Source: an optimization exercise on an open RTL-to-GDS flow (aim: small area). Production flows keep margins and buffers that such runs may drop.
Where RTL was checked, it was by simulation tests only, not by an equivalence proof against the original.
The RTL of runs 2 to 6 was laid out without a check of its function.
Power and IR drop assume default switching activity.

===== flow/config.mk =====
export PLATFORM = sky130hd
export DESIGN_NAME = ofm_maxpool_rx
export DESIGN_NICKNAME = ofm_maxpool_rx
export VERILOG_FILES = /design/flow/design.v
export SDC_FILE = /design/flow/constraint.sdc
export NUM_CORES = 4
export LEC_CHECK = 0
export CAP_MARGIN = 20
export CORE_MARGIN = 2
export CORE_UTILIZATION = 40
export SLEW_MARGIN = 20

===== flow/constraint.sdc =====
create_clock -name core_clock -period 10.0 [get_ports {clk}]
set_input_delay 2.0000 -clock core_clock [delete_from_list [all_inputs] [get_ports {clk}]]
set_output_delay 2.0000 -clock core_clock [all_outputs]
set_load 0.01 [all_outputs]

===== flow/design.v =====
package ofm_maxpool_rx_pkg;
    localparam int unsigned OFM_DW   = 36;
    localparam int unsigned OFM_N    = 5;
    localparam int unsigned NSQ      = OFM_N * OFM_N;
    localparam int unsigned PN       = OFM_N - 1;
    localparam int unsigned PNSQ     = PN * PN;
    localparam int unsigned WR_CNT_W = $clog2(NSQ);
    typedef enum logic [1:0] {
        S_IDLE    = 2'd0,
        S_CAPTURE = 2'd1,
        S_POOL    = 2'd2
    } state_t;
endpackage
module ofm_maxpool_rx_max4 #(
    parameter int unsigned DW = 36
) (
    input  logic [DW-1:0] i_a,
    input  logic [DW-1:0] i_b,
    input  logic [DW-1:0] i_c,
    input  logic [DW-1:0] i_d,
    output logic [DW-1:0] o_max
);
    logic [DW-1:0] w_ab;
    logic [DW-1:0] w_cd;
    always_comb begin
        w_ab  = (i_a >= i_b) ? i_a : i_b;
        w_cd  = (i_c >= i_d) ? i_c : i_d;
        o_max = (w_ab >= w_cd) ? w_ab : w_cd;
    end
endmodule
module ofm_maxpool_rx #(
    parameter int unsigned DW = ofm_maxpool_rx_pkg::OFM_DW,
    parameter int unsigned N  = ofm_maxpool_rx_pkg::OFM_N
) (
    input  logic          clk,
    input  logic          rst,
    input  logic          in_valid,
    input  logic [DW-1:0] In_OFM,
    output logic          busy,
    output logic          overrun,
    output logic          out_valid,
    output logic [DW-1:0] Out_Pool
);
    localparam int unsigned PN    = N - 1;
    localparam int unsigned NS    = PN * PN;
    localparam int unsigned IDX_W = $clog2(N);
    logic               r_pool;
    logic [IDX_W-1:0]   r_row, r_col;
    logic               r_busy, r_overrun, r_out_valid;
    logic [DW-1:0]      r_out_pool;
    logic [DW-1:0]      q [NS];
    logic w_pool_last, w_col0, w_col_end, w_row_end;
    logic w_shift, w_rot, w_fold_end, w_fold_prev;
    logic w_s_gt_q0, w_s_gt_qt, w_h_gt_qp;
    logic [DW-1:0] w_h;
    assign w_col0      = (r_col == '0);
    assign w_col_end   = (r_col == IDX_W'(PN));
    assign w_row_end   = (r_row == IDX_W'(PN));
    assign w_pool_last = r_pool && (r_row == '0) && w_col0;
    assign w_shift     = r_pool || (in_valid && !w_col_end && !w_row_end);
    assign w_rot       = in_valid && w_row_end && !w_col_end;
    assign w_fold_end  = in_valid && w_col_end;
    assign w_fold_prev = !r_pool && !w_col0;
    assign w_s_gt_q0 = (In_OFM > q[0]);
    assign w_s_gt_qt = (In_OFM > q[PN-1]);
    assign w_h       = w_s_gt_q0 ? In_OFM : q[0];
    assign w_h_gt_qp = (w_h > q[PN]);
    always_ff @(posedge clk) begin
        if (w_shift)
            q[0] <= In_OFM;
        else if (w_rot)
            q[0] <= w_s_gt_qt ? In_OFM : q[PN-1];
        else if (w_fold_end)
            q[0] <= w_h;
        if (w_shift || w_rot)
            q[1] <= (w_fold_prev && w_s_gt_q0) ? In_OFM : q[0];
        for (int i = 2; i < PN; i++)
            if (w_shift || w_rot)
                q[i] <= q[i-1];
        if (w_shift)
            q[PN] <= q[PN-1];
        else if (w_fold_end && !w_row_end && w_h_gt_qp)
            q[PN] <= w_h;
        if (w_shift)
            q[PN+1] <= (w_fold_prev && w_h_gt_qp) ? w_h : q[PN];
        for (int i = PN + 2; i < NS; i++)
            if (w_shift)
                q[i] <= q[i-1];
    end
    always_ff @(posedge clk) begin
        if (rst) begin
            r_pool      <= 1'b0;
            r_row       <= '0;
            r_col       <= '0;
            r_busy      <= 1'b0;
            r_overrun   <= 1'b0;
            r_out_valid <= 1'b0;
            r_out_pool  <= '0;
        end else begin
            if (r_pool) begin
                if (w_pool_last) begin
                    r_pool <= 1'b0;
                    if (in_valid) r_col <= IDX_W'(1);
                end else if (r_col == IDX_W'(PN - 1)) begin
                    r_col <= '0;
                    r_row <= (r_row == IDX_W'(PN - 1)) ? '0 : r_row + 1'b1;
                end else begin
                    r_col <= r_col + 1'b1;
                end
            end else if (in_valid) begin
                if (w_col_end) begin
                    r_col <= '0;
                    if (w_row_end) begin
                        r_row  <= '0;
                        r_col  <= IDX_W'(1);
                        r_pool <= 1'b1;
                    end else begin
                        r_row <= r_row + 1'b1;
                    end
                end else begin
                    r_col <= r_col + 1'b1;
                end
            end
            r_busy      <= r_pool && !w_pool_last;
            r_overrun   <= r_pool && !w_pool_last && in_valid;
            r_out_valid <= r_pool;
            r_out_pool  <= r_pool ? q[NS-1] : '0;
        end
    end
    assign busy      = r_busy;
    assign overrun   = r_overrun;
    assign out_valid = r_out_valid;
    assign Out_Pool  = r_out_pool;
endmodule

===== flow/run.sh =====
#!/bin/bash
# synth_recipe.tcl (not shown) runs the flow's synth.tcl, then flattens the netlist and writes it again
# the make line also repeats each setting of config.mk as NAME=value (left out here)
make -C /OpenROAD-flow-scripts/flow DESIGN_CONFIG=/design/flow/config.mk WORK_HOME=/design/flow/orfs CLKGATE_MAP_FILE= SYNTH_SCRIPT=/design/flow/synth_recipe.tcl finish

==> tab_implementation.tex, run 1 <==
\begin{tabular}{lr}
\hline
Metric & Value \\
\hline
\multicolumn{2}{l}{\textbf{Clock tree}} \\
\quad Total clock sinks & between 600 and 700 \\
\quad Clock buffer count from CTS & 67 \\
\quad Root buffer selected by CTS & clkbuf\_16 \\
\quad Setup bufs post-CTS & 0 \\
\quad Number of buffers between clock root and the deepest sink & 3 \\
\quad Number of gates given a new drive strength after cts & 0 \\
\quad Insertion delay of the later-clocked pin in the worst-skew pair & around 590 ps \\
\quad H-Tree Level Count & 3 \\
\quad Clock slew at the register clock pins of the worst setup and hold paths & roughly 60 ps \\
\quad Number of hold buffers added after CTS & 0 \\
\quad Clock tree from TritonCTS & done \\
\multicolumn{2}{l}{\textbf{Global routing}} \\
\quad Largest net degree at the start of global routing & 204 \\
\quad Antenna violations before repair & 1 \\
\quad All-layer global routing usage & about 13\% \\
\quad First-pass GRT wire length & 66.7 mm \\
\quad Number of global-route vias before repair & roughly 12k \\
\quad Remaining global-route overflow & 0 \\
\multicolumn{2}{l}{\textbf{Die}} \\
\quad Standard cell core area & around 0.060 mm\^{}2 \\
\quad Floorplan row count & 90 \\
\quad Effective utilization at floorplan & 40.4\% \\
\quad Area enclosed by the die boundary & 0.0630 mm\^{}2 \\
\quad Total I/O pin count & 78 \\
\quad Die span in y & 251 um \\
\quad DIE WIDTH & 251 um \\
\multicolumn{2}{l}{\textbf{STA}} \\
\quad Maximum clock frequency & about 130 MHz \\
\quad Hold Violations, Final & 0 \\
\quad Tightest Pin Transition & 1100 ps \\
\quad Worst slew margin relative to its limit & 26.4\% \\
\quad Post-route clock skew & $\sim$18 ps \\
\quad Number of max-slew violations in the final report & 0 \\
\quad RSZ-0062 raised after global routing & no \\
\quad Total negative slack for setup checks & 0 ps \\
\quad Post-layout minimum cycle time & between 7000 and 8000 ps \\
\quad Fraction of the cycle the final worst path needs & 75.4\% \\
\quad Total of endpoints with negative setup slack in the final report & 0 \\
\multicolumn{2}{l}{\textbf{Placement}} \\
\quad HPWL after detailed placement & 25.2 mm \\
\quad Placer congestion estimate & roughly 0.88 \\
\quad Cell area after placement & approximately 0.026 mm\^{}2 \\
\quad Count of input and output buffers & 77 \\
\multicolumn{2}{l}{\textbf{Route}} \\
\quad Wire length per cell after detailed routing & 16.5 um \\
\quad Remaining routing DRC violations & 0 \\
\quad Number of DRC violations after detailed-routing iteration 0 & between 800 and 900 \\
\quad Detailed-route via count & $\sim$12k \\
\quad Number of iterations in the first detailed-routing pass & 5 \\
\quad Antenna-violating nets left & 0 \\
\quad Vias per cell & a little under 5 \\
\quad Sum of routed wire length over all layers & between 40 and 50 mm \\
\multicolumn{2}{l}{\textbf{Worst hold path}} \\
\quad Startpoint of the lowest-slack hold path & q[5][24]\$\_DFFE\_PP\_ \\
\quad Sink of the worst hold path & q[6][24]\$\_DFFE\_PP\_ \\
\quad Type of the worst min-delay path & reg2reg \\
\quad Depth of the worst hold-timing path & 0 \\
\multicolumn{2}{l}{\textbf{Power}} \\
\quad Total power per unit cell area & 219 mW/mm\^{}2 \\
\quad Total internal power & 0.00482 W \\
\quad Switching component of the power & between 0.001 and 0.0015 W \\
\quad IR drop worst, VDD & between 0.0001 and 0.00015 V \\
\quad Reg power frac & 51.6\% \\
\quad Clock power share & about two fifths \\
\quad Fraction of power consumed by combinational cells & between 8 and 9\% \\
\quad Reported leakage power & around 11 nW \\
\quad Sw Ratio & between 20\% and 30\% \\
\multicolumn{2}{l}{\textbf{Worst setup path}} \\
\quad Nature of the critical path startpoint & primary input \\
\quad Endpoint of the worst register-to-register path & q[4][28]\$\_DFFE\_PP\_ \\
\quad Required time at the endpoint of the critical path & roughly 10000 ps \\
\quad Critical path class & in2reg \\
\quad Setup slack, reg-to-reg & 4000 ps \\
\quad Worst endpoint data arrival time & 7730 ps \\
\quad Startpoint of the most critical register-to-register path & q[0][34]\$\_DFFE\_PP\_ \\
\quad Element type at the critical path end & register \\
\quad Length in cells of the worst reg-to-reg path & 17 \\
\quad Maximum fanout along the worst path & 36 \\
\multicolumn{2}{l}{\textbf{Finish}} \\
\quad Diode insertion count for antenna repair & 0 \\
\quad Most frequent cells in the layout & edfxtp\_1 (576), nand2\_1 (166), inv\_1 (151) \\
\quad Fraction of final layout cells sized beyond drive strength 1 & about a tenth \\
\quad Final std cell area, no fill & 0.0283 mm\^{}2 \\
\quad Filler Cells Inserted & between 5k and 6k \\
\quad Syn-to-layout area delta & 15.9\% \\
\quad Total Nets Final & 1810 \\
\quad Commonest non-fill, non-tap cell in the layout & edfxtp\_1 \\
\multicolumn{2}{l}{\textbf{Flow run}} \\
\quad Number of max-cap violations & 0 \\
\multicolumn{2}{l}{\textbf{Logic synthesis}} \\
\quad Number of distinct library cells after synthesis & 49 \\
\quad Cells after synthesis & around 1.5k \\
\quad Commonest register cell after synthesis & edfxtp\_1 \\
\quad Synth warn & 2 \\
\quad Synthesis-stage register bit count & roughly 620 \\
\quad Syn\_area\_per\_cell & $\sim$16 um\^{}2 \\
\quad EDFF count, synth & between 500 and 600 \\
\quad Fraction of the yosys area taken by sequential cells & 74.6\% \\
\quad Proportion of register bits with asynchronous set or reset after synthesis & 0\% \\
\quad Net count of the mapped netlist & around 1.7k \\
\quad Mapped cell area & between 0.02 and 0.025 mm\^{}2 \\
\multicolumn{2}{l}{\textbf{Run status}} \\
\quad Run status & finished clean \\
\hline
\end{tabular}
through the flow:
stage | worst slack [ps] | std cells | hold WS, ps | util [%] | total power (W)
6_report | 2460 | 2485 | 400 | 46.9 | 0.00619
2_1_floorplan | 1600 | 1545 | 400 | - | 0.00362
3_5_place_dp | 1910 | 2367 | 405 | 43.1 | 0.00379
5_1_grt | 2270 | 2485 | 404 | 46.9 | 0.00647
3_3_place_gp | 1620 | 2366 | 400 | 43.1 | 0.00376
4_1_cts | 2530 | 2484 | 400 | 46.8 | 0.00628
registers in the layout, indices dropped and copies added (netlist names):
name / cells
r_busy: 1
q: 576
r_row: 3
r_col: 3
r_pool: 1
r_out_valid: 1
r_overrun: 1
r_out_pool: 36
critical path, cell delays in order:
cell	delay (ps)
clkdlybuf4s50_1	540
ha_1	390
nand4_1	190
nor4_2	780
nand4_1	480
nand2_1	200
o41ai_2	120
buf_4	260
mux2i_1	320
inv_1	80
ha_1	300
nand4_1	210
a211o_1	340
a311oi_1	320
o21ai_0	160
nand3_1	100
a31o_2	890
Yosys cell counts, types with 3 or more instances:
| master | n | area [um^2] |
|---|---|---|
| nor4_1 | 4 | 25.0 |
| dfxtp_1 | 46 | 921 |
| nor3_1 | 3 | 15.0 |
| and3_1 | 3 | 18.8 |
| a21bo_2 | 3 | 30.0 |
| buf_12 | 3 | 60.1 |
| mux2i_1 | 73 | 731 |
| nor2_1 | 16 | 60.1 |
| buf_6 | 4 | 45.0 |
| a221o_1 | 33 | 330 |
| buf_2 | 10 | 50.1 |
| and2_1 | 39 | 244 |
| a211oi_1 | 5 | 37.5 |
| clkbuf_1 | 29 | 109 |
| nand4_1 | 17 | 106 |
| a21o_1 | 5 | 37.5 |
| a31oi_1 | 4 | 25.0 |
| a221o_2 | 4 | 45.0 |
| and4_1 | 9 | 78.8 |
| a22oi_1 | 4 | 30.0 |
| nor2b_1 | 6 | 37.5 |
| o21ai_0 | 87 | 435 |
| nand3_1 | 15 | 75.1 |
| edfxtp_1 | 576 | 17300 |
| mux2_2 | 36 | 405 |
| a21oi_1 | 41 | 205 |
| a221oi_1 | 5 | 43.8 |
| ha_1 | 116 | 1450 |
| nand2_1 | 166 | 623 |
| o211ai_1 | 5 | 37.5 |
| inv_1 | 152 | 571 |
power groups by stage:
stage	Combinational, W	Clock, W	Sequential [W]
global placement	0.000515	0	0.00324
finish	0.000543	0.00245	0.00320
detailed placement	0.000541	0	0.00325
floorplan	0.000385	0	0.00324
CTS	0.000545	0.00254	0.00320
global route	0.000615	0.00264	0.00322
cell families after synthesis:
group	after synthesis	share of synthesized area, %
fa+ha+maj	116	5.95
buf+inv	201	3.50
flops	622	74.6
compound gates	211	5.80
mux	109	4.65
simple gates	286	5.46
layout make-up:
class | count | area (um^2) | share of cell area, %
Clock inverter | 29 | 380 | 1.34
Sequential cell | 622 | 18200 | 64.4
Inverter | 153 | 584 | 2.06
Timing Repair Buffer | 89 | 933 | 3.30
Multi-Input combinational cell | 722 | 5370 | 19.0
Clock buffer | 88 | 1840 | 6.50
Tap cell | 782 | 978 | 3.46
worst max-delay path by stage:
stage / startpoint / to / cells after the start
6_report: In_OFM[34] / q[4][28]$_DFFE_PP_ / 17
5_1_grt: In_OFM[11] / q[4][27]$_DFFE_PP_ / 18
4_1_cts: In_OFM[31] / q[4][27]$_DFFE_PP_ / 17
3_5_place_dp: In_OFM[34] / q[4][11]$_DFFE_PP_ / 17
3_3_place_gp: In_OFM[31] / q[4][34]$_DFFE_PP_ / 17
2_1_floorplan: in_valid / q[10][0]$_DFFE_PP_ / 5
metal layers:
metal / up-vias / part of all wire (%) / global-route usage, %
met5: - / 0.024 / 0
met4: 2 / 4.1 / 6.24
met1: 5968 / 45 / 17.8
li1: 5970 / - / -
met2: 311 / 46 / 21.0
met3: 103 / 4.8 / 3.05
==> inputs of run 2 (changes only) <==
--- a/flow/design.v
+++ b/flow/design.v
@@ -48,42 +48,38 @@
     logic [IDX_W-1:0]   r_row, r_col;
     logic               r_busy, r_overrun, r_out_valid;
     logic [DW-1:0]      r_out_pool;
-    logic [DW-1:0]      q [NS];
+    logic [DW-1:0]      q [NS+1];
     logic w_pool_last, w_col0, w_col_end, w_row_end;
-    logic w_shift, w_rot, w_fold_end, w_fold_prev;
-    logic w_s_gt_q0, w_s_gt_qt, w_h_gt_qp;
+    logic w_shift, w_rot;
+    logic w_s_gt_q0, w_h_gt_qp;
     logic [DW-1:0] w_h;
+    function automatic logic f_gt(input logic [DW-1:0] a, input logic [DW-1:0] b);
+        logic g;
+        g = 1'b0;
+        for (int i = 0; i < DW; i++)
+            g = (a[i] & ~b[i]) | (a[i] & g) | (~b[i] & g);
+        f_gt = g;
+    endfunction
     assign w_col0      = (r_col == '0);
     assign w_col_end   = (r_col == IDX_W'(PN));
     assign w_row_end   = (r_row == IDX_W'(PN));
     assign w_pool_last = r_pool && (r_row == '0) && w_col0;
-    assign w_shift     = r_pool || (in_valid && !w_col_end && !w_row_end);
-    assign w_rot       = in_valid && w_row_end && !w_col_end;
-    assign w_fold_end  = in_valid && w_col_end;
-    assign w_fold_prev = !r_pool && !w_col0;
-    assign w_s_gt_q0 = (In_OFM > q[0]);
-    assign w_s_gt_qt = (In_OFM > q[PN-1]);
+    assign w_shift = r_pool || (in_valid && !w_col0 && !w_row_end);
+    assign w_rot   = in_valid && !w_col0 && w_row_end;
+    assign w_s_gt_q0 = f_gt(In_OFM, q[0]);
     assign w_h       = w_s_gt_q0 ? In_OFM : q[0];
-    assign w_h_gt_qp = (w_h > q[PN]);
+    assign w_h_gt_qp = f_gt(w_h, q[PN]);
     always_ff @(posedge clk) begin
-        if (w_shift)
+        if (in_valid)
             q[0] <= In_OFM;
-        else if (w_rot)
-            q[0] <= w_s_gt_qt ? In_OFM : q[PN-1];
-        else if (w_fold_end)
-            q[0] <= w_h;
         if (w_shift || w_rot)
-            q[1] <= (w_fold_prev && w_s_gt_q0) ? In_OFM : q[0];
-        for (int i = 2; i < PN; i++)
+            q[1] <= (w_rot && !w_h_gt_qp) ? q[PN] : w_h;
+        for (int i = 2; i <= PN; i++)
             if (w_shift || w_rot)
                 q[i] <= q[i-1];
         if (w_shift)
-            q[PN] <= q[PN-1];
-        else if (w_fold_end && !w_row_end && w_h_gt_qp)
-            q[PN] <= w_h;
-        if (w_shift)
-            q[PN+1] <= (w_fold_prev && w_h_gt_qp) ? w_h : q[PN];
-        for (int i = PN + 2; i < NS; i++)
+            q[PN+1] <= (!r_pool && w_h_gt_qp) ? w_h : q[PN];
+        for (int i = PN + 2; i <= NS; i++)
             if (w_shift)
                 q[i] <= q[i-1];
     end
@@ -124,7 +120,7 @@
             r_busy      <= r_pool && !w_pool_last;
             r_overrun   <= r_pool && !w_pool_last && in_valid;
             r_out_valid <= r_pool;
-            r_out_pool  <= r_pool ? q[NS-1] : '0;
+            r_out_pool  <= r_pool ? q[NS] : '0;
         end
     end
     assign busy      = r_busy;
==> tab_implementation.tex, run 2 <==
\begin{tabular}{lr}
\hline
Metric & Value \\
\hline
\multicolumn{2}{l}{\textbf{Run status}} \\
\quad Run status & finished clean \\
\multicolumn{2}{l}{\textbf{Power}} \\
\quad Total power per unit cell area & 228 mW/mm\^{}2 \\
\quad IR drop worst, VDD & 0.000126 V \\
\quad Reported leakage power & roughly 9.1 nW \\
\multicolumn{2}{l}{\textbf{Die}} \\
\quad Die span in y & between 200 and 250 um \\
\quad DIE WIDTH & roughly 240 um \\
\quad Standard cell core area & around 0.057 mm\^{}2 \\
\quad Total I/O pin count & a little under 80 \\
\quad Effective utilization at floorplan & 40.2\% \\
\quad Area enclosed by the die boundary & 0.0596 mm\^{}2 \\
\quad Floorplan row count & 88 \\
\multicolumn{2}{l}{\textbf{Placement}} \\
\quad Placer congestion estimate & $\sim$0.83 \\
\quad Cell area after placement & 0.0247 mm\^{}2 \\
\quad Count of input and output buffers & 77 \\
\quad HPWL after detailed placement & approximately 21 mm \\
\quad Instance count after placement with tap cells included & $\sim$2k \\
\multicolumn{2}{l}{\textbf{Clock tree}} \\
\quad Number of gates given a new drive strength after cts & 0 \\
\quad Clock buffer count from CTS & 70 \\
\quad Clock slew at the register clock pins of the worst setup and hold paths & around 60 ps \\
\quad Insertion delay of the later-clocked pin in the worst-skew pair & $\sim$590 ps \\
\quad H-Tree Level Count & 3 \\
\quad Setup bufs post-CTS & 0 \\
\quad Number of hold buffers added after CTS & 0 \\
\quad Root buffer selected by CTS & clkbuf\_16 \\
\quad Total clock sinks & 658 \\
\quad Number of buffers between clock root and the deepest sink & 3 \\
\quad Clock tree from TritonCTS & done \\
\multicolumn{2}{l}{\textbf{Logic synthesis}} \\
\quad Most common library cells after synthesis & edfxtp\_1 (612), inv\_1 (51), dfxtp\_1 (46), and2\_1 (44) \\
\quad Fraction of the yosys area taken by sequential cells & approximately 84\% \\
\quad Leading cell types by total area after synthesis & edfxtp\_1 (80\%), dfxtp\_1 (4.0\%), mux2\_4 (2.0\%), mux2\_2 (1.9\%), and2\_1 (1.2\%) \\
\quad EDFF count, synth & about 600 \\
\quad Cells after synthesis & about 1.2k \\
\quad Mapped cell area & 0.0231 mm\^{}2 \\
\quad Net count of the mapped netlist & approximately 1.2k \\
\quad Synth warn & 2 \\
\quad Synthesis-stage register bit count & approximately 660 \\
\quad Syn\_area\_per\_cell & around 19 um\^{}2 \\
\quad Number of distinct library cells after synthesis & 70 \\
\quad Commonest register cell after synthesis & edfxtp\_1 \\
\quad Cell type with the highest aggregate area in the netlist & edfxtp\_1 \\
\quad Proportion of register bits with asynchronous set or reset after synthesis & 0\% \\
\quad Most frequently used cell type in the post-synthesis netlist & edfxtp\_1 \\
\quad Fraction of synthesized cell area taken by the top area cell type & around four fifths \\
\multicolumn{2}{l}{\textbf{Worst setup path}} \\
\quad Nature of the critical path startpoint & primary input \\
\quad Critical path class & in2reg \\
\quad Length in cells of the worst reg-to-reg path & 17 \\
\quad Slowest cell on the critical path & or4\_2 \\
\quad Top cell by count, worst path & a21oi\_1 \\
\quad Startpoint of the most critical register-to-register path & q[0][7]\$\_DFFE\_PP\_ \\
\quad CP cell instances & clkdlybuf4s50\_1, nor2b\_1, maj3\_2, a211o\_1, a311o\_1, a31o\_2, a21oi\_4, nand2\_4, a21oi\_1, o22ai\_1, or3\_1, a2111oi\_2, o211ai\_1, o2111ai\_1, a21oi\_1, or4\_2, buf\_4, mux2\_4 \\
\quad Kind of cell adding the most delay to the critical path & compound AO/OA/AOI/OAI gates \\
\quad Setup slack, reg-to-reg & roughly 3400 ps \\
\quad Maximum fanout along the worst path & 26 \\
\quad Delay of the slowest critical-path stage & 970 ps \\
\quad Worst endpoint data arrival time & between 8000 and 9000 ps \\
\quad Buffers plus inverters on the worst setup path & 2 \\
\quad Required time at the endpoint of the critical path & between 10000 and 15000 ps \\
\quad Endpoint of the worst register-to-register path & q[1][9]\$\_DFFE\_PP\_ \\
\quad Element type at the critical path end & register \\
\multicolumn{2}{l}{\textbf{Route}} \\
\quad Antenna-violating nets left & 0 \\
\quad Number of iterations in the first detailed-routing pass & 8 \\
\quad Remaining routing DRC violations & 0 \\
\quad Sum of routed wire length over all layers & $\sim$36 mm \\
\quad Vias per cell & 4.86 \\
\quad Wire length per cell after detailed routing & around 17 um \\
\quad Detailed-route via count & approximately 10k \\
\quad Number of DRC violations after detailed-routing iteration 0 & 1131 \\
\multicolumn{2}{l}{\textbf{STA}} \\
\quad Number of max-slew violations in the final report & 0 \\
\quad Smallest hold slack & 406 ps \\
\quad RSZ-0062 raised after global routing & no \\
\quad Tightest Pin Transition & roughly 1100 ps \\
\quad Post-route clock skew & roughly 17 ps \\
\quad Post-layout minimum cycle time & 8120 ps \\
\quad Total negative slack for setup checks & 0 ps \\
\quad Hold Violations, Final & 0 \\
\quad Worst slew margin relative to its limit & a little under a quarter \\
\quad Maximum clock frequency & 123 MHz \\
\quad Total of endpoints with negative setup slack in the final report & 0 \\
\quad Fraction of the cycle the final worst path needs & between 80 and 90\% \\
\multicolumn{2}{l}{\textbf{Global routing}} \\
\quad Remaining global-route overflow & 0 \\
\quad Number of global-route vias before repair & between 10k and 15k \\
\quad All-layer global routing usage & between 10\% and 20\% \\
\quad First-pass GRT wire length & between 50 and 60 mm \\
\quad Antenna violations before repair & 0 \\
\quad Largest net degree at the start of global routing & between 200 and 250 \\
\multicolumn{2}{l}{\textbf{Finish}} \\
\quad Biggest register & q \\
\quad Fraction of final layout cells sized beyond drive strength 1 & 13.9\% \\
\quad Commonest non-fill, non-tap cell in the layout & edfxtp\_1 \\
\quad Fin cells & 2137 \\
\quad Registers with the most flip-flops & q (612), r\_out\_pool (36) \\
\quad Syn-to-layout area delta & 16.8\% \\
\quad Total Nets Final & approximately 1.4k \\
\quad Final std cell area, no fill & 0.0269 mm\^{}2 \\
\quad Diode insertion count for antenna repair & 0 \\
\quad Final Util & 46.9\% \\
\quad Most frequent cells in the layout & edfxtp\_1 (612), clkdlybuf4s50\_1 (76), clkbuf\_16 (71) \\
\quad Largest register FFs & approximately 600 \\
\multicolumn{2}{l}{\textbf{Flow run}} \\
\quad Number of max-cap violations & 0 \\
\multicolumn{2}{l}{\textbf{Worst hold path}} \\
\quad Sink of the worst hold path & q[11][8]\$\_DFFE\_PP\_ \\
\quad Startpoint of the lowest-slack hold path & q[10][8]\$\_DFFE\_PP\_ \\
\quad Type of the worst min-delay path & reg2reg \\
\quad Depth of the worst hold-timing path & 0 \\
\hline
\end{tabular}
-- run 2: changes by cell type after synthesis, sizes merged, moves of 37 or more --
cell and change:
ha -108, inv -102, a221o -37, o21ai -61, mux2i -64, nand2 -126
-- run 2: final cells by class --
class	instances	area, um^2
Tap cell	765	957
Fill cell	4755	30400
Sequential cell	658	19300
Multi-Input combinational cell	452	3420
Timing Repair Buffer	86	858
Clock inverter	34	315
Inverter	51	191
Clock buffer	91	1890
-- run 2: cell families after synthesis --
group	count (synthesis)	share of synthesized area, %
AOI/OAI and AO/OA	172	5.27
adders and majority gates	19	0.922
buffers and inverters	78	1.62
DFF	658	83.7
muxes	77	4.20
and+or+nand+nor	184	4.30
-- run 2: where the power goes --
group          switching, W  internal (W)
Sequential        0.0000558       0.00324
Clock              0.000998       0.00147
Combinational      0.000240      0.000139
Total               0.00129       0.00484
-- run 2: worst max path at each step --
stage / from / to / cells after the start
after global routing: In_OFM[0] / q[1][9]$_DFFE_PP_ / 18
after CTS: In_OFM[0] / q[1][9]$_DFFE_PP_ / 18
after global placement: In_OFM[0] / q[1][4]$_DFFE_PP_ / 18
after floorplan: in_valid / q[10][0]$_DFFE_PP_ / 2
final: In_OFM[0] / q[1][9]$_DFFE_PP_ / 18
after detailed placement: In_OFM[0] / q[1][12]$_DFFE_PP_ / 18
-- run 2: layer usage --
| layer | part of all wire, % | up-vias | GRT usage (%) |
|---|---|---|---|
| li1 | - | 4897 | - |
| met1 | 47 | 5159 | 17.2 |
| met2 | 45 | 265 | 17.4 |
| met3 | 5.7 | 75 | 3.20 |
| met4 | 2.8 | 0 | 4.77 |
| met5 | 0 | - | 0 |
-- run 2: per-stage QoR --
| stage | power [W] | worst slack, ps |
|---|---|---|
| after floorplan | 0.00364 | 339 |
| after global placement | 0.00372 | 1360 |
| after detailed placement | 0.00373 | 1280 |
| after CTS | 0.00624 | 1890 |
| after global routing | 0.00638 | 1570 |
| final | 0.00614 | 1880 |
==> inputs of run 3 (changes only) <==
--- a/flow/config.mk
+++ b/flow/config.mk
@@ -7,5 +7,8 @@
 export LEC_CHECK = 0
 export CAP_MARGIN = 20
 export CORE_MARGIN = 2
-export CORE_UTILIZATION = 40
+export CORE_UTILIZATION = 60
+export CTS_BUF_LIST = sky130_fd_sc_hd__clkbuf_8
+export CTS_CLUSTER_DIAMETER = 50
+export CTS_CLUSTER_SIZE = 20
 export SLEW_MARGIN = 20
==> tab_implementation.tex, run 3 <==
\begin{tabular}{lr}
\hline
Metric & Value \\
\hline
\multicolumn{2}{l}{\textbf{Logic synthesis}} \\
\quad Most common library cells after synthesis & edfxtp\_1 (612), inv\_1 (51), dfxtp\_1 (46), and2\_1 (44) \\
\quad Commonest register cell after synthesis & edfxtp\_1 \\
\quad Mapped cell area & approximately 0.023 mm\^{}2 \\
\quad Cells after synthesis & between 1k and 1.5k \\
\quad Fraction of the yosys area taken by sequential cells & 83.7\% \\
\quad Synthesis-stage register bit count & 658 \\
\quad Cell type with the highest aggregate area in the netlist & edfxtp\_1 \\
\quad Proportion of register bits with asynchronous set or reset after synthesis & 0\% \\
\quad Fraction of synthesized cell area taken by the top area cell type & 79.7\% \\
\quad Synth warn & 2 \\
\quad Leading cell types by total area after synthesis & edfxtp\_1 (80\%), dfxtp\_1 (4.0\%), mux2\_4 (2.0\%), mux2\_2 (1.9\%), and2\_1 (1.2\%) \\
\quad Most frequently used cell type in the post-synthesis netlist & edfxtp\_1 \\
\quad Syn\_area\_per\_cell & 19.4 um\^{}2 \\
\quad Net count of the mapped netlist & roughly 1.2k \\
\quad EDFF count, synth & roughly 600 \\
\quad Number of distinct library cells after synthesis & 70 \\
\multicolumn{2}{l}{\textbf{Finish}} \\
\quad Largest register FFs & around 610 \\
\quad Biggest register & q \\
\quad Fraction of final layout cells sized beyond drive strength 1 & a little over an eighth \\
\quad Registers with the most flip-flops & q (612), r\_out\_pool (36) \\
\quad Commonest non-fill, non-tap cell in the layout & edfxtp\_1 \\
\quad Fin cells & 1844 \\
\quad Most frequent cells in the layout & edfxtp\_1 (612), clkdlybuf4s50\_1 (76), inv\_1 (57) \\
\quad Diode insertion count for antenna repair & 0 \\
\quad Filler Cells Inserted & roughly 2.5k \\
\quad Total Nets Final & between 1k and 1.5k \\
\quad Final Util & about two thirds \\
\quad Syn-to-layout area delta & 10.4\% \\
\quad Final std cell area, no fill & about 0.025 mm\^{}2 \\
\multicolumn{2}{l}{\textbf{STA}} \\
\quad RSZ-0062 raised after global routing & no \\
\quad Tightest Pin Transition & around 1100 ps \\
\quad Worst slew margin relative to its limit & roughly 28\% \\
\quad Number of max-slew violations in the final report & 0 \\
\quad Fraction of the cycle the final worst path needs & between 70\% and 80\% \\
\quad Hold Violations, Final & 0 \\
\quad Total negative slack for setup checks & 0 ps \\
\quad Post-route clock skew & 42.0 ps \\
\quad Slack of the critical path & 2530 ps \\
\quad Total of endpoints with negative setup slack in the final report & 0 \\
\quad Maximum clock frequency & approximately 130 MHz \\
\quad Post-layout minimum cycle time & roughly 7500 ps \\
\multicolumn{2}{l}{\textbf{Route}} \\
\quad Sum of routed wire length over all layers & 32.9 mm \\
\quad Wire length per cell after detailed routing & $\sim$18 um \\
\quad Number of DRC violations after detailed-routing iteration 0 & between 700 and 800 \\
\quad Detailed-route via count & between 10k and 15k \\
\quad Antenna-violating nets left & 0 \\
\quad Vias per cell & 5.44 \\
\quad Remaining routing DRC violations & 0 \\
\quad Number of iterations in the first detailed-routing pass & 5 \\
\multicolumn{2}{l}{\textbf{Global routing}} \\
\quad First-pass GRT wire length & a little over 50 mm \\
\quad Antenna violations before repair & 0 \\
\quad Largest net degree at the start of global routing & approximately 230 \\
\quad All-layer global routing usage & approximately 17\% \\
\quad Number of global-route vias before repair & between 9k and 10k \\
\quad Remaining global-route overflow & 0 \\
\multicolumn{2}{l}{\textbf{Worst setup path}} \\
\quad Top cell by count, worst path & o2111ai\_1 \\
\quad Nature of the critical path startpoint & primary input \\
\quad Critical path class & in2reg \\
\quad CP cell instances & clkdlybuf4s50\_1, nor2b\_1, maj3\_1, a211oi\_1, o2111ai\_1, a31o\_2, and2\_1, nor2\_4, o22ai\_1, o21ai\_0, a221oi\_1, o32ai\_1, o211ai\_1, o2111ai\_1, a31oi\_1, or4\_4, mux2\_4 \\
\quad Worst endpoint data arrival time & approximately 8000 ps \\
\quad Element type at the critical path end & register \\
\quad Maximum fanout along the worst path & 34 \\
\quad Length in cells of the worst reg-to-reg path & 16 \\
\quad Required time at the endpoint of the critical path & roughly 10000 ps \\
\quad Delay of the slowest critical-path stage & a little under 900 ps \\
\quad Slowest cell on the critical path & or4\_4 \\
\multicolumn{2}{l}{\textbf{Placement}} \\
\quad Worst slack at placement & $\sim$1900 ps \\
\quad Cell area after placement & approximately 0.024 mm\^{}2 \\
\quad Instance count after placement with tap cells included & around 1.8k \\
\quad HPWL after detailed placement & approximately 20 mm \\
\quad Placer congestion estimate & between 0.8 and 0.9 \\
\quad Count of input and output buffers & just under 80 \\
\multicolumn{2}{l}{\textbf{Die}} \\
\quad Standard cell core area & approximately 0.038 mm\^{}2 \\
\quad Floorplan row count & 71 \\
\quad Effective utilization at floorplan & about three fifths \\
\quad Area enclosed by the die boundary & about 0.040 mm\^{}2 \\
\quad Die span in y & roughly 200 um \\
\quad DIE WIDTH & 200 um \\
\quad Total I/O pin count & between 70 and 80 \\
\multicolumn{2}{l}{\textbf{Clock tree}} \\
\quad Root buffer selected by CTS & clkbuf\_8 \\
\quad Total clock sinks & between 600 and 700 \\
\quad Clock buffer count from CTS & 48 \\
\quad Clock tree from TritonCTS & done \\
\quad Clock slew at the register clock pins of the worst setup and hold paths & 110 ps \\
\quad Insertion delay of the later-clocked pin in the worst-skew pair & roughly 660 ps \\
\quad Setup bufs post-CTS & 0 \\
\quad Number of gates given a new drive strength after cts & 0 \\
\quad H-Tree Level Count & 2 \\
\quad Number of buffers between clock root and the deepest sink & 3 \\
\quad Number of hold buffers added after CTS & 0 \\
\multicolumn{2}{l}{\textbf{Power}} \\
\quad Total power per unit cell area & between 200 and 250 mW/mm\^{}2 \\
\quad Reported leakage power & around 8.6 nW \\
\quad IR drop worst, VDD & between 0.0001 and 0.00015 V \\
\multicolumn{2}{l}{\textbf{Worst hold path}} \\
\quad Type of the worst min-delay path & reg2reg \\
\quad Depth of the worst hold-timing path & 0 \\
\multicolumn{2}{l}{\textbf{Run status}} \\
\quad Run status & finished clean \\
\multicolumn{2}{l}{\textbf{Flow run}} \\
\quad Number of max-cap violations & 0 \\
\hline
\end{tabular}
## run 3: changes by cell type in the layout (fill, tap and decap cells not counted), moves of 3 or more
| cell | before | now |
|---|---|---|
| bufinv_16 | 5 | 2 |
| clkbuf_1 | 16 | 0 |
| inv_1 | 51 | 57 |
| inv_12 | 0 | 3 |
| clkbuf_16 | 71 | 0 |
| clkinvlp_4 | 1 | 7 |
| clkinv_1 | 16 | 2 |
| clkbuf_8 | 4 | 50 |
| inv_8 | 0 | 3 |
| buf_4 | 7 | 4 |
## run 3: cells by family after synthesis
logic type	share of synthesized area (%)
fa+ha+maj	0.922
simple gates	4.30
flops	83.7
mux	4.20
compound gates	5.27
buf+inv	1.62
## run 3: path summary, 6_finish.rpt
path / to / from / slack [ps]
setup / recovery: q[1][10]$_DFFE_PP_ / In_OFM[28] / 2530
hold / removal: q[4][2]$_DFFE_PP_ / q[3][2]$_DFFE_PP_ / 420
setup reg to reg: q[1][10]$_DFFE_PP_ / q[0][7]$_DFFE_PP_ / 3980
hold reg to reg: q[4][2]$_DFFE_PP_ / q[3][2]$_DFFE_PP_ / 420
## run 3: routing by layer
layer  GRT usage (%)  share of wire (%)  up-vias
met4            5.27                2.1        0
met1            25.9                 50     4929
met3            3.81                4.9       49
li1                -                  -     4832
met5               0                  0        -
met2            24.1                 43      217
## run 3: final cells by class
cell class                 count  area, um^2  share of cell area [%]
clock buffer                  50         688                    2.70
clock inverter                38         360                    1.42
inverter                      51         191                   0.752
multi-input combinational    452        3420                    13.4
sequential                   658       19300                    75.8
tap                          511         639                    2.51
timing repair buffer          84         863                    3.39
## run 3: power by group
group          internal (W)  switching (W)  leakage, nW
registers           0.00323      0.0000562         6.07
logic              0.000140       0.000233         1.98
clock network      0.000565       0.000871        0.535
## run 3: through the flow
step	hold WS, ps	power, W
finish	416	0.00510
floorplan	400	0.00364
global route	401	0.00531
CTS	401	0.00517
detailed placement	405	0.00372
global placement	400	0.00371
## run 3: worst max-delay path: cells and delay by family
family	cells	cell delay [ps]
fa+ha+maj	1	380
compound gates	10	2480
simple gates	4	2110
mux	1	400
buf+inv	1	460
==> inputs of run 4 (changes only) <==
--- a/flow/config.mk
+++ b/flow/config.mk
@@ -5,6 +5,7 @@
 export SDC_FILE = /design/flow/constraint.sdc
 export NUM_CORES = 4
 export LEC_CHECK = 0
+export ABC_AREA = 1
 export CAP_MARGIN = 20
 export CORE_MARGIN = 2
 export CORE_UTILIZATION = 60
==> tab_implementation.tex, run 4 <==
\begin{tabular}{lr}
\hline
Metric & Value \\
\hline
\multicolumn{2}{l}{\textbf{Logic synthesis}} \\
\quad Synthesis-stage register bit count & around 660 \\
\quad Cell type with the highest aggregate area in the netlist & edfxtp\_1 \\
\quad Number of distinct library cells after synthesis & 34 \\
\quad Most common library cells after synthesis & edfxtp\_1 (612), nand2\_1 (315), inv\_1 (189), nor2\_1 (52), dfxtp\_1 (46) \\
\quad Most frequently used cell type in the post-synthesis netlist & edfxtp\_1 \\
\quad EDFF count, synth & 612 \\
\quad Mapped cell area & between 0.02 and 0.025 mm\^{}2 \\
\quad Synth warn & 2 \\
\quad Fraction of synthesized cell area taken by the top area cell type & $\sim$80\% \\
\quad Syn\_area\_per\_cell & between 15 and 20 um\^{}2 \\
\quad Leading cell types by total area after synthesis & edfxtp\_1 (80\%), nand2\_1 (5.2\%), dfxtp\_1 (4.0\%), inv\_1 (3.1\%), nand4\_1 (0.96\%) \\
\quad Net count of the mapped netlist & about 1.5k \\
\quad Proportion of register bits with asynchronous set or reset after synthesis & 0\% \\
\quad Cells after synthesis & about 1.4k \\
\quad Fraction of the yosys area taken by sequential cells & a little over four fifths \\
\quad Commonest register cell after synthesis & edfxtp\_1 \\
\multicolumn{2}{l}{\textbf{Die}} \\
\quad Effective utilization at floorplan & around 61\% \\
\quad Die span in y & approximately 200 um \\
\quad Floorplan row count & 71 \\
\quad Area enclosed by the die boundary & between 0.03 and 0.04 mm\^{}2 \\
\quad Standard cell core area & 0.0376 mm\^{}2 \\
\quad DIE WIDTH & between 150 and 200 um \\
\quad Total I/O pin count & between 70 and 80 \\
\multicolumn{2}{l}{\textbf{Global routing}} \\
\quad Largest net degree at the start of global routing & 209 \\
\quad First-pass GRT wire length & a little under 50 mm \\
\quad All-layer global routing usage & 16.1\% \\
\quad Remaining global-route overflow & 0 \\
\quad Number of global-route vias before repair & between 9k and 10k \\
\quad Antenna violations before repair & 0 \\
\multicolumn{2}{l}{\textbf{Power}} \\
\quad PnR Total Power & 0.00533 W \\
\quad IR drop worst, VDD & roughly 0.00023 V \\
\quad Total power per unit cell area & 210 mW/mm\^{}2 \\
\quad Reported leakage power & roughly 9.5 nW \\
\multicolumn{2}{l}{\textbf{Worst setup path}} \\
\quad Startpoint of the most critical register-to-register path & q[0][1]\$\_DFFE\_PP\_ \\
\quad Kind of cell adding the most delay to the critical path & simple AND/OR/NAND/NOR gates \\
\quad Maximum fanout along the worst path & 35 \\
\quad Delay of the slowest critical-path stage & 510 ps \\
\quad Worst endpoint data arrival time & roughly 7700 ps \\
\quad Element type at the critical path end & register \\
\quad Nature of the critical path startpoint & primary input \\
\quad Length in cells of the worst reg-to-reg path & between 70 and 80 \\
\quad Critical path class & in2reg \\
\quad Endpoint of the worst register-to-register path & q[1][20]\$\_DFFE\_PP\_ \\
\quad Required time at the endpoint of the critical path & a little over 10000 ps \\
\quad Setup slack, reg-to-reg & around 4100 ps \\
\quad Buffers plus inverters on the worst setup path & 2 \\
\quad Top cell by count, worst path & nand2\_1 \\
\quad Slowest cell on the critical path & clkdlybuf4s50\_1 \\
\multicolumn{2}{l}{\textbf{Clock tree}} \\
\quad Number of hold buffers added after CTS & 0 \\
\quad Number of buffers between clock root and the deepest sink & 3 \\
\quad Clock slew at the register clock pins of the worst setup and hold paths & between 100 and 150 ps \\
\quad Clock tree from TritonCTS & done \\
\quad Number of gates given a new drive strength after cts & 0 \\
\quad Insertion delay of the later-clocked pin in the worst-skew pair & about 660 ps \\
\quad Clock buffer count from CTS & 50 \\
\quad Root buffer selected by CTS & clkbuf\_8 \\
\quad Setup bufs post-CTS & 0 \\
\quad H-Tree Level Count & 2 \\
\quad Total clock sinks & around 660 \\
\multicolumn{2}{l}{\textbf{Worst hold path}} \\
\quad Depth of the worst hold-timing path & 0 \\
\quad Startpoint of the lowest-slack hold path & q[10][21]\$\_DFFE\_PP\_ \\
\quad Sink of the worst hold path & q[11][21]\$\_DFFE\_PP\_ \\
\quad Type of the worst min-delay path & reg2reg \\
\multicolumn{2}{l}{\textbf{Route}} \\
\quad Routed metal-1 wirelength & roughly 15 mm \\
\quad Sum of routed wire length over all layers & 31.2 mm \\
\quad Uppermost signal routing layer after detailed routing & met4 \\
\quad Remaining routing DRC violations & 0 \\
\quad Vias per cell & $\sim$5.0 \\
\quad Number of DRC violations after detailed-routing iteration 0 & 710 \\
\quad Number of iterations in the first detailed-routing pass & 5 \\
\quad Wire length per cell after detailed routing & roughly 15 um \\
\quad Antenna-violating nets left & 0 \\
\quad Detailed-route via count & approximately 11k \\
\quad Length of routed met2 wiring & approximately 14 mm \\
\quad Met3 wirelength from detailed routing & around 1.7 mm \\
\multicolumn{2}{l}{\textbf{STA}} \\
\quad Fraction of the cycle the final worst path needs & between 70\% and 80\% \\
\quad Post-layout minimum cycle time & roughly 7300 ps \\
\quad Total of endpoints with negative setup slack in the final report & 0 \\
\quad Hold Violations, Final & 0 \\
\quad Tightest Pin Transition & between 1000 and 1500 ps \\
\quad Number of max-slew violations in the final report & 0 \\
\quad Worst slew margin relative to its limit & just under 30\% \\
\quad Post-route clock skew & 35.3 ps \\
\quad Maximum clock frequency & about 140 MHz \\
\quad Total negative slack for setup checks & 0 ps \\
\quad RSZ-0062 raised after global routing & no \\
\multicolumn{2}{l}{\textbf{Finish}} \\
\quad Commonest non-fill, non-tap cell in the layout & edfxtp\_1 \\
\quad Final std cell area, no fill & 0.0254 mm\^{}2 \\
\quad Biggest register & q \\
\quad Diode insertion count for antenna repair & 0 \\
\quad Total Nets Final & 1603 \\
\quad Syn-to-layout area delta & 11.2\% \\
\quad Fraction of final layout cells sized beyond drive strength 1 & about 7.0\% \\
\quad Largest register FFs & 612 \\
\quad Most frequent cells in the layout & edfxtp\_1 (612), nand2\_1 (314), inv\_1 (189) \\
\quad Registers with the most flip-flops & q (612), r\_out\_pool (36) \\
\multicolumn{2}{l}{\textbf{Placement}} \\
\quad HPWL after detailed placement & about 18 mm \\
\quad Cell area after placement & around 0.024 mm\^{}2 \\
\quad Placer congestion estimate & $\sim$0.81 \\
\quad Count of input and output buffers & 77 \\
\multicolumn{2}{l}{\textbf{Flow run}} \\
\quad Number of max-cap violations & 0 \\
\multicolumn{2}{l}{\textbf{Run status}} \\
\quad Run status & finished clean \\
\hline
\end{tabular}
run 4: cell count changes after synthesis, sizes merged, moves of 14 or more:
cell,change
mux2,-68
nand3,+26
nor2,+25
a22o,+14
o22ai,+23
nand4,+32
inv,+141
a21oi,-31
o21ai,+16
nor2b,-15
nand2,+280
and2,-44
run 4: worst max-delay path by stage:
stage	startpoint	endpoint	slack [ps]	cells after the start
4_1_cts	In_OFM[1]	q[1][20]$_DFFE_PP_	2640	80
3_5_place_dp	In_OFM[1]	q[1][20]$_DFFE_PP_	1940	80
2_1_floorplan	in_valid	q[10][0]$_DFFE_PP_	470	2
6_report	In_OFM[1]	q[1][20]$_DFFE_PP_	2650	80
3_3_place_gp	In_OFM[1]	q[1][4]$_DFFE_PP_	1980	80
5_1_grt	In_OFM[1]	q[5][25]$_DFFE_PP_	1730	81
run 4: cell families (layout without fill, tap and decap cells):
family / count (synthesis) / after routing / share of synthesized area (%)
flip-flops: 658 / 658 / 84.5
AND/OR/NAND/NOR: 453 / 453 / 8.26
buffers and inverters: 227 / 369 / 4.00
AO/OA/AOI/OAI: 103 / 103 / 2.80
adder cells (fa/ha/maj): 8 / 8 / 0.438
run 4: area by class of cell:
type	instances	area [um^2]
tap	511	639
fill	2565	12200
inverter	193	724
multi-input combinational	564	2650
clock inverter	34	498
timing repair buffer	89	868
clock buffer	53	729
sequential	658	19300
run 4: worst reg2reg max path: cells and delay by family, from the launching register on:
| family | cells | cell delay (ps) |
|---|---|---|
| AND/OR/NAND/NOR | 77 | 4990 |
| AO/OA/AOI/OAI | 1 | 180 |
| flip-flops | 1 | 420 |
run 4: through the flow:
step	hold slack [ps]	std cells	worst slack (ps)	util (%)
3_3_place_gp	400	2015	1980	64.3
2_1_floorplan	400	1449	471	-
4_1_cts	416	2102	2640	67.6
5_1_grt	413	2102	1730	67.6
6_report	414	2102	2650	67.6
3_5_place_dp	405	2015	1940	64.3
run 4: power breakdown:
group / switching (W) / internal (W) / leakage, nW
Sequential: 0.0000562 / 0.00327 / 6.10
Combinational: 0.000262 / 0.000102 / 2.76
Clock: 0.000893 / 0.000747 / 0.615
run 4: layer usage:
| metal | GRT usage (%) | vias to the layer above |
|---|---|---|
| met2 | 24.2 | 226 |
| met1 | 23.7 | 5032 |
| met3 | 3.26 | 52 |
| li1 | - | 5290 |
| met4 | 5.80 | 0 |
| met5 | 0 | - |
==> inputs of run 5 (changes only) <==
--- a/flow/config.mk
+++ b/flow/config.mk
@@ -10,6 +10,6 @@
 export CORE_MARGIN = 2
 export CORE_UTILIZATION = 60
 export CTS_BUF_LIST = sky130_fd_sc_hd__clkbuf_8
-export CTS_CLUSTER_DIAMETER = 50
+export CTS_CLUSTER_DIAMETER = 80
 export CTS_CLUSTER_SIZE = 20
 export SLEW_MARGIN = 20
==> tab_implementation.tex, run 5 <==
\begin{tabular}{lr}
\hline
Metric & Value \\
\hline
\multicolumn{2}{l}{\textbf{Clock tree}} \\
\quad Clock slew at the register clock pins of the worst setup and hold paths & between 100 and 150 ps \\
\quad Clock buffer count from CTS & 39 \\
\quad Number of buffers between clock root and the deepest sink & 3 \\
\quad Number of gates given a new drive strength after cts & 0 \\
\quad H-Tree Level Count & 2 \\
\quad Setup bufs post-CTS & 0 \\
\quad Insertion delay of the later-clocked pin in the worst-skew pair & between 600 and 700 ps \\
\quad Clock tree from TritonCTS & done \\
\quad Root buffer selected by CTS & clkbuf\_8 \\
\quad Number of hold buffers added after CTS & 0 \\
\quad Total clock sinks & 658 \\
\multicolumn{2}{l}{\textbf{Placement}} \\
\quad Placer congestion estimate & between 0.8 and 0.9 \\
\quad HPWL after detailed placement & 18.4 mm \\
\quad Count of input and output buffers & 77 \\
\multicolumn{2}{l}{\textbf{Finish}} \\
\quad Area occupied by multi-input gates & around 0.0026 mm\^{}2 \\
\quad Register area & between 0.015 and 0.02 mm\^{}2 \\
\quad Filler Cells Inserted & 2648 \\
\quad Commonest non-fill, non-tap cell in the layout & edfxtp\_1 \\
\quad Largest register FFs & around 610 \\
\quad Diode insertion count for antenna repair & 0 \\
\quad Fraction of final layout cells sized beyond drive strength 1 & around 4.5\% \\
\quad Registers with the most flip-flops & q (612), r\_out\_pool (36) \\
\quad Biggest register & q \\
\quad Total Nets Final & $\sim$1.6k \\
\quad Most frequent cells in the layout & edfxtp\_1 (612), nand2\_1 (314), inv\_1 (207) \\
\quad Syn-to-layout area delta & 8.72\% \\
\multicolumn{2}{l}{\textbf{Route}} \\
\quad Detailed-route via count & $\sim$10k \\
\quad Number of DRC violations after detailed-routing iteration 0 & 743 \\
\quad Vias per cell & roughly 5.0 \\
\quad Remaining routing DRC violations & 0 \\
\quad Sum of routed wire length over all layers & a little over 30 mm \\
\quad Wire length per cell after detailed routing & roughly 15 um \\
\quad Antenna-violating nets left & 0 \\
\quad Number of iterations in the first detailed-routing pass & 4 \\
\multicolumn{2}{l}{\textbf{Worst setup path}} \\
\quad Nature of the critical path startpoint & primary input \\
\quad Element type at the critical path end & register \\
\quad Maximum fanout along the worst path & 35 \\
\quad Slowest cell on the critical path & clkdlybuf4s50\_1 \\
\quad Critical path class & in2reg \\
\quad Worst endpoint data arrival time & $\sim$7700 ps \\
\quad Required time at the endpoint of the critical path & between 10000 and 15000 ps \\
\quad Delay of the slowest critical-path stage & 500 ps \\
\quad Top cell by count, worst path & nand2\_1 \\
\multicolumn{2}{l}{\textbf{Logic synthesis}} \\
\quad Mapped cell area & 0.0228 mm\^{}2 \\
\quad Syn\_area\_per\_cell & approximately 16 um\^{}2 \\
\quad Fraction of synthesized cell area taken by the top area cell type & between 80\% and 90\% \\
\quad Proportion of register bits with asynchronous set or reset after synthesis & 0\% \\
\quad Fraction of the yosys area taken by sequential cells & 84.5\% \\
\quad Synthesized-area fraction occupied by adder cells & less than 1\% \\
\quad Leading cell types by total area after synthesis & edfxtp\_1 (80\%), nand2\_1 (5.2\%), dfxtp\_1 (4.0\%), inv\_1 (3.1\%), nand4\_1 (0.96\%) \\
\quad Number of distinct library cells after synthesis & 34 \\
\quad Commonest register cell after synthesis & edfxtp\_1 \\
\quad Parity-gate share of the synthesized area counting xor and xnor cells & 0\% \\
\quad Area fraction in compound gates after synthesis & 2.80\% \\
\quad Proportion of synthesized area in mux cells & 0\% \\
\quad EDFF count, synth & about 610 \\
\quad Net count of the mapped netlist & between 1k and 1.5k \\
\quad Combinational family with the most area after synthesis & simple AND/OR/NAND/NOR gates \\
\quad Cells after synthesis & between 1k and 1.5k \\
\quad Synthesis-stage register bit count & about 660 \\
\quad Cell type with the highest aggregate area in the netlist & edfxtp\_1 \\
\quad Synth warn & 2 \\
\quad Most common library cells after synthesis & edfxtp\_1 (612), nand2\_1 (315), inv\_1 (189), nor2\_1 (52), dfxtp\_1 (46) \\
\quad Most frequently used cell type in the post-synthesis netlist & edfxtp\_1 \\
\quad Post-Synth Simple-Gate Area & under 10\% \\
\multicolumn{2}{l}{\textbf{Global routing}} \\
\quad Remaining global-route overflow & 0 \\
\quad Met3 track demand over resource in global routing & 2.90\% \\
\quad Grt peak-use layer & met2 \\
\quad Met2 demand-to-capacity share in global routing & between 20\% and 30\% \\
\quad All-layer global routing usage & 15.6\% \\
\quad Largest net degree at the start of global routing & 209 \\
\quad First-pass GRT wire length & 48.4 mm \\
\quad Met1 Usage GRT & between 20\% and 30\% \\
\quad Number of global-route vias before repair & about 9.7k \\
\quad Antenna violations before repair & 0 \\
\multicolumn{2}{l}{\textbf{Run status}} \\
\quad Run status & finished clean \\
\multicolumn{2}{l}{\textbf{Die}} \\
\quad Effective utilization at floorplan & roughly three fifths \\
\quad Standard cell core area & around 0.038 mm\^{}2 \\
\quad Area enclosed by the die boundary & between 0.03 and 0.04 mm\^{}2 \\
\quad DIE WIDTH & between 150 and 200 um \\
\quad Floorplan row count & approximately 70 \\
\quad Die span in y & between 150 and 200 um \\
\quad Total I/O pin count & 78 \\
\multicolumn{2}{l}{\textbf{STA}} \\
\quad Number of max-slew violations in the final report & 0 \\
\quad Total negative slack for setup checks & 0 ps \\
\quad Total of endpoints with negative setup slack in the final report & 0 \\
\quad Tightest Pin Transition & $\sim$1200 ps \\
\quad Post-layout minimum cycle time & roughly 7300 ps \\
\quad Maximum clock frequency & about 140 MHz \\
\quad Post-route clock skew & about 34 ps \\
\quad RSZ-0062 raised after global routing & no \\
\quad Hold Violations, Final & 0 \\
\quad Fraction of the cycle the final worst path needs & 73.4\% \\
\quad Worst slew margin relative to its limit & between 20\% and 30\% \\
\multicolumn{2}{l}{\textbf{Power}} \\
\quad Reported leakage power & 9.25 nW \\
\quad IR drop worst, VDD & 0.000132 V \\
\quad PnR Total Power & 0.00482 W \\
\quad Total power per unit cell area & around 190 mW/mm\^{}2 \\
\multicolumn{2}{l}{\textbf{Flow run}} \\
\quad Number of max-cap violations & 0 \\
\multicolumn{2}{l}{\textbf{Worst hold path}} \\
\quad Type of the worst min-delay path & reg2reg \\
\hline
\end{tabular}
## run 5: cell counts after synthesis
No cell type changed its count.
## run 5: cell type report
type	instances	share of cell area (%)
Clock inverter	23	0.464
Timing Repair Buffer	89	3.50
Sequential cell	658	77.7
Inverter	193	2.92
Multi-Input combinational cell	564	10.7
Tap cell	511	2.57
Clock buffer	39	2.16
## run 5: per-layer routing
| metal | routed length [um] | up-vias |
|---|---|---|
| li1 | - | 5243 |
| met1 | 14700 | 4975 |
| met2 | 13900 | 198 |
| met3 | 1490 | 38 |
| met4 | 531 | 0 |
| met5 | 0 | - |
## run 5: where the power goes
part           switching, W  internal, W  leakage (nW)  total [W]
combinational      0.000262     0.000102          2.76   0.000363
sequential        0.0000564      0.00327          6.10    0.00332
clock              0.000752     0.000375         0.397    0.00113
## run 5: kinds of logic after synthesis
group,after synthesis
AO/OA/AOI/OAI,103
adder cells (fa/ha/maj),8
buffers and inverters,227
flip-flops,658
AND/OR/NAND/NOR,453
## run 5: path summary, 6_finish.rpt
kind,from,to,slack [ps],cells after the start
max,In_OFM[1],q[1][3]$_DFFE_PP_,2660,80
min,q[5][11]$_DFFE_PP_,q[6][11]$_DFFE_PP_,410,0
max reg2reg,q[0][1]$_DFFE_PP_,q[1][3]$_DFFE_PP_,4180,78
min reg2reg,q[5][11]$_DFFE_PP_,q[6][11]$_DFFE_PP_,410,0
## run 5: worst max-delay path: cells and delay by family
kind / cells / cell delay [ps]
buffers and inverters: 2 / 580
AO/OA/AOI/OAI: 1 / 150
AND/OR/NAND/NOR: 77 / 4910
## run 5: metrics by stage
stage | cell area, um^2 | instances | setup slack (ps) | utilization (%) | hold slack (ps)
after floorplan | 22900 | 1449 | 471 | - | 400
after CTS | 24800 | 2077 | 2590 | 66.1 | 402
after detailed placement | 24200 | 2015 | 1940 | 64.3 | 405
after global placement | 24200 | 2015 | 1980 | 64.3 | 400
after global routing | 24800 | 2077 | 1730 | 66.1 | 413
final | 24800 | 2077 | 2660 | 66.1 | 413
==> inputs of run 6 (changes only) <==
==> flow/config.mk (replaced) <==
export PLATFORM = sky130hd
export DESIGN_NAME = ofm_maxpool_rx
export DESIGN_NICKNAME = ofm_maxpool_rx
export VERILOG_FILES = /design/flow/design.v
export SDC_FILE = /design/flow/constraint.sdc
export NUM_CORES = 4
export LEC_CHECK = 0
export CAP_MARGIN = 20
export CORE_MARGIN = 2
export CORE_UTILIZATION = 60
export CTS_BUF_LIST = sky130_fd_sc_hd__clkbuf_16
export CTS_CLUSTER_DIAMETER = 60
export CTS_CLUSTER_SIZE = 30
export SLEW_MARGIN = 20
==> tab_implementation.tex, run 6 <==
\begin{tabular}{lr}
\hline
Metric & Value \\
\hline
\multicolumn{2}{l}{\textbf{Run status}} \\
\quad Run status & finished clean \\
\multicolumn{2}{l}{\textbf{Route}} \\
\quad Number of iterations in the first detailed-routing pass & 7 \\
\quad Vias per cell & between 5 and 6 \\
\quad Remaining routing DRC violations & 0 \\
\quad Antenna-violating nets left & 0 \\
\quad Number of DRC violations after detailed-routing iteration 0 & around 740 \\
\quad Sum of routed wire length over all layers & about 33 mm \\
\quad Detailed-route via count & between 10k and 15k \\
\quad Wire length per cell after detailed routing & $\sim$18 um \\
\multicolumn{2}{l}{\textbf{Placement}} \\
\quad HPWL after detailed placement & between 20 and 25 mm \\
\quad Worst slack at placement & around 1900 ps \\
\quad Count of input and output buffers & 77 \\
\quad Placer congestion estimate & between 0.8 and 0.9 \\
\multicolumn{2}{l}{\textbf{Clock tree}} \\
\quad Number of buffers between clock root and the deepest sink & 3 \\
\quad Clock slew at the register clock pins of the worst setup and hold paths & $\sim$100 ps \\
\quad Setup bufs post-CTS & 0 \\
\quad Clock buffer count from CTS & 38 \\
\quad Clock tree from TritonCTS & done \\
\quad Root buffer selected by CTS & clkbuf\_16 \\
\quad Insertion delay of the later-clocked pin in the worst-skew pair & approximately 580 ps \\
\quad Total clock sinks & 658 \\
\quad H-Tree Level Count & 2 \\
\quad Number of hold buffers added after CTS & 0 \\
\quad Number of gates given a new drive strength after cts & 0 \\
\multicolumn{2}{l}{\textbf{Logic synthesis}} \\
\quad Mapped cell area & roughly 0.023 mm\^{}2 \\
\quad Cells after synthesis & 1188 \\
\quad Leading cell types by total area after synthesis & edfxtp\_1 (80\%), dfxtp\_1 (4.0\%), mux2\_4 (2.0\%), mux2\_2 (1.9\%), and2\_1 (1.2\%) \\
\quad Most frequently used cell type in the post-synthesis netlist & edfxtp\_1 \\
\quad Synthesis-stage register bit count & about 660 \\
\quad Net count of the mapped netlist & approximately 1.2k \\
\quad Number of distinct library cells after synthesis & 70 \\
\quad EDFF count, synth & around 610 \\
\quad Syn\_area\_per\_cell & a little under 20 um\^{}2 \\
\quad Commonest register cell after synthesis & edfxtp\_1 \\
\quad Most common library cells after synthesis & edfxtp\_1 (612), inv\_1 (51), dfxtp\_1 (46), and2\_1 (44) \\
\quad Cell type with the highest aggregate area in the netlist & edfxtp\_1 \\
\quad Fraction of synthesized cell area taken by the top area cell type & between 70 and 80\% \\
\quad Synth warn & 2 \\
\quad Fraction of the yosys area taken by sequential cells & a little over four fifths \\
\quad Proportion of register bits with asynchronous set or reset after synthesis & 0\% \\
\multicolumn{2}{l}{\textbf{Worst hold path}} \\
\quad Type of the worst min-delay path & reg2reg \\
\multicolumn{2}{l}{\textbf{Die}} \\
\quad DIE WIDTH & between 200 and 250 um \\
\quad Die span in y & roughly 200 um \\
\quad Total I/O pin count & 78 \\
\quad Standard cell core area & around 0.038 mm\^{}2 \\
\quad Area enclosed by the die boundary & around 0.040 mm\^{}2 \\
\quad Floorplan row count & 71 \\
\quad Effective utilization at floorplan & about three fifths \\
\multicolumn{2}{l}{\textbf{Finish}} \\
\quad Commonest non-fill, non-tap cell in the layout & edfxtp\_1 \\
\quad Most frequent cells in the layout & edfxtp\_1 (612), clkdlybuf4s50\_1 (76), inv\_1 (53) \\
\quad Diode insertion count for antenna repair & 0 \\
\quad Largest register FFs & around 610 \\
\quad Fraction of final layout cells sized beyond drive strength 1 & between 10\% and 20\% \\
\quad Total Nets Final & 1332 \\
\quad Filler Cells Inserted & 2455 \\
\quad Biggest register & q \\
\quad Syn-to-layout area delta & 11.5\% \\
\quad Registers with the most flip-flops & q (612), r\_out\_pool (36) \\
\multicolumn{2}{l}{\textbf{Worst setup path}} \\
\quad Slowest cell on the critical path & or4\_4 \\
\quad Nature of the critical path startpoint & primary input \\
\quad Buffers plus inverters on the worst setup path & 1 \\
\quad Kind of cell adding the most delay to the critical path & compound AO/OA/AOI/OAI gates \\
\quad Top cell by count, worst path & o2111ai\_1 \\
\quad Maximum fanout along the worst path & 34 \\
\quad Element type at the critical path end & register \\
\quad Worst endpoint data arrival time & between 7000 and 8000 ps \\
\quad Delay of the slowest critical-path stage & 910 ps \\
\quad Critical path class & in2reg \\
\quad Required time at the endpoint of the critical path & 10310 ps \\
\quad CP cell instances & clkdlybuf4s50\_1, nor2b\_1, maj3\_1, a211oi\_1, o2111ai\_1, a31o\_2, and2\_1, nor2\_4, o22ai\_1, o21ai\_0, a221oi\_1, o32ai\_1, o211ai\_1, o2111ai\_1, a21oi\_1, or4\_4, mux2\_4 \\
\multicolumn{2}{l}{\textbf{STA}} \\
\quad Tightest Pin Transition & roughly 1100 ps \\
\quad Total negative slack for setup checks & 0 ps \\
\quad Number of max-slew violations in the final report & 0 \\
\quad Fraction of the cycle the final worst path needs & 76.4\% \\
\quad Total of endpoints with negative setup slack in the final report & 0 \\
\quad Worst slew margin relative to its limit & between 20\% and 30\% \\
\quad Maximum clock frequency & approximately 130 MHz \\
\quad Slack of the critical path & roughly 2400 ps \\
\quad RSZ-0062 raised after global routing & no \\
\quad Hold Violations, Final & 0 \\
\quad Post-layout minimum cycle time & approximately 7600 ps \\
\quad Post-route clock skew & between 20 and 30 ps \\
\multicolumn{2}{l}{\textbf{Power}} \\
\quad Clock power share & a little under a third \\
\quad Total internal power & about 0.0042 W \\
\quad Fraction of power consumed by combinational cells & 7.0\% \\
\quad Reg power frac & between 60\% and 70\% \\
\quad Switching component of the power & roughly 0.0012 W \\
\quad Reported leakage power & 8.69 nW \\
\quad Sw Ratio & 22.2\% \\
\quad IR drop worst, VDD & approximately 0.00018 V \\
\quad Total power per unit cell area & between 200 and 250 mW/mm\^{}2 \\
\multicolumn{2}{l}{\textbf{Global routing}} \\
\quad First-pass GRT wire length & 50.8 mm \\
\quad Largest net degree at the start of global routing & roughly 230 \\
\quad Number of global-route vias before repair & 9351 \\
\quad Remaining global-route overflow & 0 \\
\quad All-layer global routing usage & between 15 and 20\% \\
\quad Antenna violations before repair & 0 \\
\multicolumn{2}{l}{\textbf{Flow run}} \\
\quad Number of max-cap violations & 0 \\
\hline
\end{tabular}
-- run 6: cell types whose count changed after synthesis, sizes merged, moves of 13 or more --
cell,change
inv,-141
nor2,-25
nand4,-32
nand2b,+13
mux2,+68
nor2b,+15
and2,+44
a21oi,+31
a22o,-14
o22ai,-23
o21ai,-16
nand2,-280
nand3,-26
a21o,+13
-- run 6: kinds of logic after synthesis --
family	synth area share (%)
AO/OA/AOI/OAI	5.27
adder cells (fa/ha/maj)	0.922
flip-flops	83.7
multiplexers	4.20
AND/OR/NAND/NOR	4.30
buffers and inverters	1.62
-- run 6: power by group through the flow --
| stage | sequential [W] | clock (W) | combinational, W |
|---|---|---|---|
| 2_1_floorplan | 0.00337 | 0 | 0.000269 |
| 6_report | 0.00329 | 0.00170 | 0.000373 |
| 4_1_cts | 0.00329 | 0.00175 | 0.000373 |
| 5_1_grt | 0.00330 | 0.00185 | 0.000411 |
| 3_5_place_dp | 0.00335 | 0 | 0.000371 |
| 3_3_place_gp | 0.00334 | 0 | 0.000368 |
-- run 6: cell type report --
type	instances	area, um^2	area share, %
clock inverter	28	277	1.08
inverter	51	191	0.744
multi-input combinational	452	3420	13.3
sequential	658	19300	75.0
timing repair buffer	84	863	3.36
tap	511	639	2.49
clock buffer	41	1030	3.99
-- run 6: per-layer routing --
metal / global-route usage (%) / vias up / part of all wire, %
met5: 0 / - / 0
met3: 3.86 / 49 / 5.7
met1: 26.1 / 4969 / 49
met2: 24.0 / 252 / 43
met4: 5.05 / 0 / 2.1
li1: - / 4814 / -
-- run 6: worst register-to-register path, delay by kind of cell, from the launching register on --
family          cells  cell delay (ps)
compound gates     10             2560
simple gates        4             2040
fa+ha+maj           1              380
flops               1              420
mux                 1              420
-- run 6: path summary, 6_finish.rpt --
path / startpoint / end / slack, ps / cells after the start
worst min-delay path: q[3][6]$_DFFE_PP_ / q[4][6]$_DFFE_PP_ / 400 / 0
worst min register to register: q[3][6]$_DFFE_PP_ / q[4][6]$_DFFE_PP_ / 400 / 0
worst max-delay path: In_OFM[28] / q[1][6]$_DFFE_PP_ / 2360 / 17
worst max register to register: q[0][28]$_DFFE_PP_ / q[1][6]$_DFFE_PP_ / 3910 / 16
-- run 6: per-stage QoR --
| step | cells | hold WS (ps) | utilization [%] | cell area [um^2] | power, W |
|---|---|---|---|---|---|
| after floorplan | 1188 | 400 | - | 23100 | 0.00364 |
| after global placement | 1755 | 400 | 64.6 | 24400 | 0.00371 |
| after detailed placement | 1755 | 405 | 64.6 | 24400 | 0.00372 |
| after CTS | 1824 | 396 | 68.0 | 25700 | 0.00542 |
| after global routing | 1825 | 394 | 68.1 | 25700 | 0.00557 |
| final | 1825 | 396 | 68.1 | 25700 | 0.00536 |

[re-timing with driven ports]
No port has a modelled driver above. Below, the same layouts with a new extraction and two added sets of constraints. Step 1: set_driving_cell puts a clkbuf_16 on clk and a buf_2 on each other input, an assumption about the parent block. Step 2, shift: input delay + t, output delay - t, t = (earliest + latest rising clock arrival at the registers) / 2. This alone moves slack from input paths to output paths. Three values: ideal, step 1, step 2; two values: the first two.
| run | shift t [ns] | setup WS [ns] | pins driven straight from the clock port |
|---|---|---|---|
| run 1 | 0.637 | 2.456 / 2.495 / 1.857 | 1 |
| run 2 | 0.637 | 1.882 / 1.921 / 1.284 | 1 |
| run 3 | 0.689 | 2.534 / 2.536 / 1.847 | 1 |
| run 4 | 0.688 | 2.653 / 2.622 / 1.934 | 1 |
| run 5 | 0.653 | 2.660 / 2.641 / 1.989 | 1 |
| run 6 | 0.615 | 2.360 / 2.367 / 1.752 | 1 |
After both steps setup and hold are still met in every run listed. The setup slack of run 4, which loses most, moves by -0.031 ns with the drivers and by -0.719 ns with both steps.
